Context: an optimization exercise on an open-source flow, tuned for small area, a short achievable clock period and few clock cycles per item. The choices shown serve that exercise and are no tape-out recipe. Function was checked by simulation only, so behaviour that the tests miss may differ from the original. The flow treats the clock pin as an ideal source, which a real chip does not have.

==> run a: inputs <==
// aesDecryptTop
module aesDecryptTop
(
    input  logic   clk,
    input  logic   rstN,
    input  logic   inValid,
    input  logic [128-1:0]  cipherText,
    input  logic [1408-1:0] expandedKey,
    output logic   outValid,
    output logic [128-1:0]  plainText
);
==> module invSbox, before the edit <==
module invSbox
(
    input  logic [7:0] inByte,
    input  logic [7:0] keyByte,
    output logic [7:0] outByte
);
    logic [3:0] ah, al, s, d, lam;
    logic [8:0] p, q, r, fdi;
    assign ah = inByte[7:4];
    assign al = inByte[3:0];
    assign s  = ah ^ al;
    assign p[0] = ah[3] & al[3];
    assign p[1] = ah[2] & al[2];
    assign p[2] = (ah[3] ^ ah[2]) & (al[3] ^ al[2]);
    assign p[3] = ah[1] & al[1];
    assign p[4] = ah[0] & al[0];
    assign p[5] = (ah[1] ^ ah[0]) & (al[1] ^ al[0]);
    assign p[6] = (ah[3] ^ ah[1]) & (al[3] ^ al[1]);
    assign p[7] = (ah[2] ^ ah[0]) & (al[2] ^ al[0]);
    assign p[8] = ((ah[3] ^ ah[2]) ^ (ah[1] ^ ah[0])) & ((al[3] ^ al[2]) ^ (al[1] ^ al[0]));
    logic x8, x9, x10, x11, x12, x13, x14, x15, x16;
    assign x8 = inByte[1] ^ inByte[2];
    assign x9 = inByte[4] ^ inByte[6];
    assign x10 = x8 ^ x9;
    assign x11 = inByte[3] ^ inByte[5];
    assign x12 = inByte[0] ^ x10;
    assign x13 = inByte[7] ^ x11;
    assign x14 = x10 ^ x13;
    assign x15 = inByte[2] ^ x11;
    assign x16 = inByte[3] ^ inByte[4];
    assign lam[0] = x12;
    assign lam[1] = x14;
    assign lam[2] = x15;
    assign lam[3] = x16;
    logic y13, y14, y15, y16, y17, y18, y19, y20, y21, y22, y23, y24, y25, y26;
    assign y13 = p[0] ^ p[4];
    assign y14 = p[4] ^ p[7];
    assign y15 = p[2] ^ p[3];
    assign y16 = lam[0] ^ y13;
    assign y17 = y15 ^ y16;
    assign y18 = p[1] ^ p[5];
    assign y19 = lam[1] ^ y13;
    assign y20 = y18 ^ y19;
    assign y21 = p[3] ^ p[6];
    assign y22 = lam[2] ^ y14;
    assign y23 = y21 ^ y22;
    assign y24 = p[5] ^ p[8];
    assign y25 = lam[3] ^ y14;
    assign y26 = y24 ^ y25;
    assign d[0] = y17;
    assign d[1] = y20;
    assign d[2] = y23;
    assign d[3] = y26;
    always_comb
    begin
        case (d)
            4'd0: fdi = 9'b000000000;
            4'd1: fdi = 9'b110110000;
            4'd2: fdi = 9'b011011000;
            4'd3: fdi = 9'b101101000;
            4'd4: fdi = 9'b000101101;
            4'd5: fdi = 9'b101000101;
            4'd6: fdi = 9'b110101011;
            4'd7: fdi = 9'b101110011;
            4'd8: fdi = 9'b000110110;
            4'd9: fdi = 9'b110011101;
            4'd10: fdi = 9'b110000110;
            4'd11: fdi = 9'b011110101;
            4'd12: fdi = 9'b000011011;
            4'd13: fdi = 9'b101011110;
            4'd14: fdi = 9'b011101110;
            4'd15: fdi = 9'b011000011;
            default: fdi = 9'b0;
        endcase
    end
    assign q[0] = ah[3] & fdi[0];
    assign r[0] = s[3] & fdi[0];
    assign q[1] = ah[2] & fdi[1];
    assign r[1] = s[2] & fdi[1];
    assign q[2] = (ah[3] ^ ah[2]) & fdi[2];
    assign r[2] = (s[3] ^ s[2]) & fdi[2];
    assign q[3] = ah[1] & fdi[3];
    assign r[3] = s[1] & fdi[3];
    assign q[4] = ah[0] & fdi[4];
    assign r[4] = s[0] & fdi[4];
    assign q[5] = (ah[1] ^ ah[0]) & fdi[5];
    assign r[5] = (s[1] ^ s[0]) & fdi[5];
    assign q[6] = (ah[3] ^ ah[1]) & fdi[6];
    assign r[6] = (s[3] ^ s[1]) & fdi[6];
    assign q[7] = (ah[2] ^ ah[0]) & fdi[7];
    assign r[7] = (s[2] ^ s[0]) & fdi[7];
    assign q[8] = ((ah[3] ^ ah[2]) ^ (ah[1] ^ ah[0])) & fdi[8];
    assign r[8] = ((s[3] ^ s[2]) ^ (s[1] ^ s[0])) & fdi[8];
    logic z26, z27, z28, z29, z30, z31, z32, z33, z34, z35, z36, z37, z38, z39, z40, z41, z42, z43, z44, z45, z46, z47, z48, z49, z50, z51, z52, z53, z54, z55, z56, z57, z58, z59, z60, z61, z62, z63, z64, z65, z66;
    assign z26 = r[0] ^ r[1];
    assign z27 = q[4] ^ q[5];
    assign z28 = r[3] ^ z27;
    assign z29 = r[8] ^ z26;
    assign z30 = q[7] ^ q[8];
    assign z31 = r[5] ^ z28;
    assign z32 = q[0] ^ q[2];
    assign z33 = r[4] ^ r[6];
    assign z34 = q[0] ^ q[1];
    assign z35 = q[3] ^ r[7];
    assign z36 = z29 ^ z32;
    assign z37 = r[1] ^ r[2];
    assign z38 = keyByte[0] ^ z30;
    assign z39 = z37 ^ z38;
    assign z40 = z31 ^ z39;
    assign z41 = q[6] ^ q[7];
    assign z42 = keyByte[1] ^ z32;
    assign z43 = z41 ^ z42;
    assign z44 = r[3] ^ keyByte[2];
    assign z45 = z33 ^ z44;
    assign z46 = z29 ^ z45;
    assign z47 = keyByte[3] ^ z33;
    assign z48 = z34 ^ z28;
    assign z49 = z29 ^ z47;
    assign z50 = z48 ^ z49;
    assign z51 = r[6] ^ r[7];
    assign z52 = keyByte[4] ^ z26;
    assign z53 = z34 ^ z51;
    assign z54 = z52 ^ z53;
    assign z55 = z31 ^ z54;
    assign z56 = q[5] ^ keyByte[5];
    assign z57 = z30 ^ z35;
    assign z58 = z56 ^ z57;
    assign z59 = z36 ^ z58;
    assign z60 = r[6] ^ r[8];
    assign z61 = keyByte[6] ^ z30;
    assign z62 = z60 ^ z61;
    assign z63 = z31 ^ z62;
    assign z64 = q[4] ^ keyByte[7];
    assign z65 = z35 ^ z64;
    assign z66 = z65 ^ z36;
    assign outByte[0] = z40;
    assign outByte[1] = z43;
    assign outByte[2] = z46;
    assign outByte[3] = z50;
    assign outByte[4] = z55;
    assign outByte[5] = z59;
    assign outByte[6] = z63;
    assign outByte[7] = z66;
endmodule
Settings: LEC_CHECK=0, CAP_MARGIN=20, CORE_AREA=4 4 376 376, DIE_AREA=0 0 380 380, SLEW_MARGIN=20; clock period 21.0 ns.
standard.sh (not shown) runs the stock make flow with config.mk's settings and CLKGATE_MAP_FILE= SYNTH_SCRIPT=/design/flow/synth_recipe.tcl, a recipe that flattens the netlist after the stock synthesis.
==> flow/flow/run.sh <==
#!/bin/bash
# The standard layout (standard.sh), with:
#  - synthesis by synth_recipe.tcl, but ABC mapping with an area-oriented script
#    (abc -script replaced; flip-flops are mapped before ABC, so unchanged);
#  - buf_1 port buffers, pins one track apart;
#  - timing repair aiming below the 21 ns period (SETUP_SLACK_MARGIN);
#  - a clock tree of clkbuf_16 without dummy loads;
#  - the state flip-flops and output buffers one size up before the clock
#    tree (flow/pre_cts.tcl);
#  - if the routed layout has antenna violations, placement and routing are
#    redone once or twice with a slightly different placement density.
# Each run of standard.sh logs to standard_flow_N.log; ORFS keeps each step's
# log under orfs/logs/.
set -uo pipefail
W=$PWD
MARGIN="15.3"
CTSBUF="sky130_fd_sc_hd__clkbuf_16"
CTSEXTRA="-sink_clustering_size 20 -sink_clustering_max_diameter 100"
DENSITY="0.50"
EXTRA="GPL_ROUTABILITY_DRIVEN=0"
cp flow/map.abc $W/map.abc
cat > $W/my_synth.tcl <<EOT
proc abc {args} {
  set i [lsearch -exact \$args -script]
  if {\$i >= 0} { lset args [expr {\$i+1}] $W/map.abc }
  yosys abc {*}\$args
}
source $W/synth_recipe.tcl
EOT
run_flow() {
  bash standard.sh \
    SYNTH_SCRIPT=$W/my_synth.tcl \
    BUFFER_PORTS_ARGS="-buffer_cell sky130_fd_sc_hd__buf_1" \
    PLACE_PINS_ARGS="-min_distance 1 -min_distance_in_tracks" \
    SETUP_SLACK_MARGIN=$MARGIN \
    PRE_CTS_TCL=$W/flow/pre_cts.tcl \
    CTS_ARGS="-sink_clustering_enable -repair_clock_nets -dont_use_dummy_load -buf_list {$CTSBUF} $CTSEXTRA" \
    $EXTRA "$@"
}
antennas() {
  local odb=$W/orfs/results/sky130hd/aesDecryptTop/base/6_final.odb
  [[ -f $odb ]] || { echo 1; return; }
  printf 'read_db %s\nputs "ANTENNAS [check_antennas]"\n' "$odb" > $W/antennas.tcl
  openroad -no_init -exit $W/antennas.tcl > $W/antennas_check.log 2>&1
  grep -o 'ANTENNAS [0-9]*' $W/antennas_check.log | awk '{print $2}' | tail -1
}
run_flow PLACE_DENSITY=$DENSITY finish > standard_flow_0.log 2>&1
for try in 1 2; do
  n=$(antennas)
  echo "antenna check after try $((try-1)): ${n:-unknown}" >> flow_retries.log
  [[ "$n" == "0" ]] && break
  bash standard.sh clean_place clean_cts clean_route clean_finish > standard_clean_$try.log 2>&1
  d=$(python3 -c "print(f'{$DENSITY + 0.01*$try:.2f}')")
  run_flow PLACE_DENSITY=$d finish > standard_flow_$try.log 2>&1
done
==> flow/flow/map.abc <==
&get -n; &st; &dch; &nf -R 20; &put
Other scripts of this flow, unchanged in this note and not shown: flow/flow/pre_cts.tcl
==> run b (differences from run a) <==
--- a/flow/design.v
+++ b/flow/design.v
@@ -5,11 +5,10 @@
     input  logic [7:0] keyByte,
     output logic [7:0] outByte
 );
-    logic [3:0] ah, al, s, d, lam;
+    logic [3:0] ah, al, d, lam, di;
     logic [8:0] p, q, r, fdi;
     assign ah = inByte[7:4];
     assign al = inByte[3:0];
-    assign s  = ah ^ al;
     assign p[0] = ah[3] & al[3];
     assign p[1] = ah[2] & al[2];
     assign p[2] = (ah[3] ^ ah[2]) & (al[3] ^ al[2]);
@@ -55,93 +54,105 @@
     always_comb
     begin
         case (d)
-            4'd0: fdi = 9'b000000000;
-            4'd1: fdi = 9'b110110000;
-            4'd2: fdi = 9'b011011000;
-            4'd3: fdi = 9'b101101000;
-            4'd4: fdi = 9'b000101101;
-            4'd5: fdi = 9'b101000101;
-            4'd6: fdi = 9'b110101011;
-            4'd7: fdi = 9'b101110011;
-            4'd8: fdi = 9'b000110110;
-            4'd9: fdi = 9'b110011101;
-            4'd10: fdi = 9'b110000110;
-            4'd11: fdi = 9'b011110101;
-            4'd12: fdi = 9'b000011011;
-            4'd13: fdi = 9'b101011110;
-            4'd14: fdi = 9'b011101110;
-            4'd15: fdi = 9'b011000011;
-            default: fdi = 9'b0;
+            4'd0: di = 4'd0;
+            4'd1: di = 4'd1;
+            4'd2: di = 4'd3;
+            4'd3: di = 4'd2;
+            4'd4: di = 4'd10;
+            4'd5: di = 4'd8;
+            4'd6: di = 4'd14;
+            4'd7: di = 4'd13;
+            4'd8: di = 4'd5;
+            4'd9: di = 4'd11;
+            4'd10: di = 4'd4;
+            4'd11: di = 4'd9;
+            4'd12: di = 4'd15;
+            4'd13: di = 4'd7;
+            4'd14: di = 4'd6;
+            4'd15: di = 4'd12;
+            default: di = 4'd0;
         endcase
     end
+    assign fdi[0] = di[3];
+    assign fdi[1] = di[2];
+    assign fdi[2] = (di[3] ^ di[2]);
+    assign fdi[3] = di[1];
+    assign fdi[4] = di[0];
+    assign fdi[5] = (di[1] ^ di[0]);
+    assign fdi[6] = (di[3] ^ di[1]);
+    assign fdi[7] = (di[2] ^ di[0]);
+    assign fdi[8] = ((di[3] ^ di[2]) ^ (di[1] ^ di[0]));
     assign q[0] = ah[3] & fdi[0];
-    assign r[0] = s[3] & fdi[0];
+    assign r[0] = al[3] & fdi[0];
     assign q[1] = ah[2] & fdi[1];
-    assign r[1] = s[2] & fdi[1];
+    assign r[1] = al[2] & fdi[1];
     assign q[2] = (ah[3] ^ ah[2]) & fdi[2];
-    assign r[2] = (s[3] ^ s[2]) & fdi[2];
+    assign r[2] = (al[3] ^ al[2]) & fdi[2];
     assign q[3] = ah[1] & fdi[3];
-    assign r[3] = s[1] & fdi[3];
+    assign r[3] = al[1] & fdi[3];
     assign q[4] = ah[0] & fdi[4];
-    assign r[4] = s[0] & fdi[4];
+    assign r[4] = al[0] & fdi[4];
     assign q[5] = (ah[1] ^ ah[0]) & fdi[5];
-    assign r[5] = (s[1] ^ s[0]) & fdi[5];
+    assign r[5] = (al[1] ^ al[0]) & fdi[5];
     assign q[6] = (ah[3] ^ ah[1]) & fdi[6];
-    assign r[6] = (s[3] ^ s[1]) & fdi[6];
+    assign r[6] = (al[3] ^ al[1]) & fdi[6];
     assign q[7] = (ah[2] ^ ah[0]) & fdi[7];
-    assign r[7] = (s[2] ^ s[0]) & fdi[7];
+    assign r[7] = (al[2] ^ al[0]) & fdi[7];
     assign q[8] = ((ah[3] ^ ah[2]) ^ (ah[1] ^ ah[0])) & fdi[8];
-    assign r[8] = ((s[3] ^ s[2]) ^ (s[1] ^ s[0])) & fdi[8];
-    logic z26, z27, z28, z29, z30, z31, z32, z33, z34, z35, z36, z37, z38, z39, z40, z41, z42, z43, z44, z45, z46, z47, z48, z49, z50, z51, z52, z53, z54, z55, z56, z57, z58, z59, z60, z61, z62, z63, z64, z65, z66;
-    assign z26 = r[0] ^ r[1];
-    assign z27 = q[4] ^ q[5];
-    assign z28 = r[3] ^ z27;
-    assign z29 = r[8] ^ z26;
-    assign z30 = q[7] ^ q[8];
-    assign z31 = r[5] ^ z28;
-    assign z32 = q[0] ^ q[2];
-    assign z33 = r[4] ^ r[6];
-    assign z34 = q[0] ^ q[1];
-    assign z35 = q[3] ^ r[7];
-    assign z36 = z29 ^ z32;
-    assign z37 = r[1] ^ r[2];
-    assign z38 = keyByte[0] ^ z30;
-    assign z39 = z37 ^ z38;
-    assign z40 = z31 ^ z39;
-    assign z41 = q[6] ^ q[7];
-    assign z42 = keyByte[1] ^ z32;
-    assign z43 = z41 ^ z42;
-    assign z44 = r[3] ^ keyByte[2];
-    assign z45 = z33 ^ z44;
-    assign z46 = z29 ^ z45;
-    assign z47 = keyByte[3] ^ z33;
-    assign z48 = z34 ^ z28;
-    assign z49 = z29 ^ z47;
-    assign z50 = z48 ^ z49;
-    assign z51 = r[6] ^ r[7];
-    assign z52 = keyByte[4] ^ z26;
-    assign z53 = z34 ^ z51;
-    assign z54 = z52 ^ z53;
-    assign z55 = z31 ^ z54;
-    assign z56 = q[5] ^ keyByte[5];
-    assign z57 = z30 ^ z35;
-    assign z58 = z56 ^ z57;
-    assign z59 = z36 ^ z58;
-    assign z60 = r[6] ^ r[8];
-    assign z61 = keyByte[6] ^ z30;
-    assign z62 = z60 ^ z61;
-    assign z63 = z31 ^ z62;
-    assign z64 = q[4] ^ keyByte[7];
-    assign z65 = z35 ^ z64;
-    assign z66 = z65 ^ z36;
-    assign outByte[0] = z40;
-    assign outByte[1] = z43;
-    assign outByte[2] = z46;
-    assign outByte[3] = z50;
-    assign outByte[4] = z55;
-    assign outByte[5] = z59;
-    assign outByte[6] = z63;
-    assign outByte[7] = z66;
+    assign r[8] = ((al[3] ^ al[2]) ^ (al[1] ^ al[0])) & fdi[8];
+    logic z26, z27, z28, z29, z30, z31, z32, z33, z34, z35, z36, z37, z38, z39, z40, z41, z42, z43, z44, z45, z46, z47, z48, z49, z50, z51, z52, z53, z54, z55, z56, z57, z58, z59, z60, z61, z62, z63, z64, z65, z66, z67, z68, z69;
+    assign z26 = q[3] ^ r[1];
+    assign z27 = r[0] ^ z26;
+    assign z28 = q[4] ^ q[7];
+    assign z29 = q[6] ^ r[3];
+    assign z30 = r[6] ^ z29;
+    assign z31 = q[1] ^ q[2];
+    assign z32 = r[5] ^ z28;
+    assign z33 = q[8] ^ r[8];
+    assign z34 = z27 ^ z30;
+    assign z35 = r[4] ^ z33;
+    assign z36 = r[7] ^ z27;
+    assign z37 = q[8] ^ r[2];
+    assign z38 = r[3] ^ keyByte[0];
+    assign z39 = z26 ^ z31;
+    assign z40 = z37 ^ z38;
+    assign z41 = z32 ^ z39;
+    assign z42 = z40 ^ z41;
+    assign z43 = q[0] ^ q[2];
+    assign z44 = q[6] ^ q[7];
+    assign z45 = keyByte[1] ^ z43;
+    assign z46 = z44 ^ z45;
+    assign z47 = q[0] ^ q[1];
+    assign z48 = q[4] ^ keyByte[2];
+    assign z49 = z47 ^ z48;
+    assign z50 = z35 ^ z49;
+    assign z51 = z34 ^ z50;
+    assign z52 = q[5] ^ keyByte[3];
+    assign z53 = z52 ^ z35;
+    assign z54 = z34 ^ z53;
+    assign z55 = r[7] ^ keyByte[4];
+    assign z56 = z55 ^ z32;
+    assign z57 = z34 ^ z56;
+    assign z58 = q[5] ^ r[8];
+    assign z59 = keyByte[5] ^ z31;
+    assign z60 = z58 ^ z59;
+    assign z61 = z36 ^ z60;
+    assign z62 = q[3] ^ r[8];
+    assign z63 = keyByte[6] ^ z62;
+    assign z64 = z30 ^ z32;
+    assign z65 = z63 ^ z64;
+    assign z66 = keyByte[7] ^ z28;
+    assign z67 = z31 ^ z33;
+    assign z68 = z66 ^ z67;
+    assign z69 = z36 ^ z68;
+    assign outByte[0] = z42;
+    assign outByte[1] = z46;
+    assign outByte[2] = z51;
+    assign outByte[3] = z54;
+    assign outByte[4] = z57;
+    assign outByte[5] = z61;
+    assign outByte[6] = z65;
+    assign outByte[7] = z69;
 endmodule
 `timescale 1ns/1ps
 module invMixColumns
==> run c (differences from run a) <==
==> flow/flow/map.abc (replaced) <==
&get -n; &st; &dch; &nf -R 5; &put
==> summary of the runs <==
- Run c went through all stages and came out clean. Run a produced a clean layout. Run b finished clean.
- Maximum frequency is about the same in run a and run c.
- The lowest worst hold slack belongs to run b, the highest to run c.
- In clock-buffer cell count, run c and run b do not differ.
- Against run c, the clock skew of run a is lower by 4.5 ps.
Testbench counts of run a, summed over its fixed seeds: cycles 5,640, items 512.
Testbench counts of run b, summed over its fixed seeds: cycles 5,640, items 512.
Testbench counts of run c, summed over its fixed seeds: cycles 5,640, items 512.

[separate check: timing with driven ports]
In the flow no input, the clock included, has a driving cell. The finished layouts below were timed again as built, in two steps.
Step 1 sets driving cells, clkbuf_16 on the clock port and buf_2 on the other inputs (assumed; they add their load-dependent delay and slew).
Step 2, shift: input delay + t, output delay - t, t = (earliest + latest rising clock arrival at the registers) / 2. This alone moves slack from input paths to output paths.
Slacks: no drivers / after step 1 / after step 2; pairs: no drivers / after step 1.
| run | shift t [ns] | setup WS [ns] | worst data-port slew with drivers (ns) |
|---|---|---|---|
| run a | 0.756 | 15.336 / 15.256 / 14.653 | 0.18 |
| run b | 0.779 | 15.317 / 15.233 / 14.824 | 0.19 |
| run c | 0.777 | 15.335 / 15.245 / 14.679 | 0.20 |
After both steps setup and hold are still met in every run listed. For run a, which loses most, drivers alone change the setup slack by -0.080 ns; drivers and shift together by -0.683 ns.
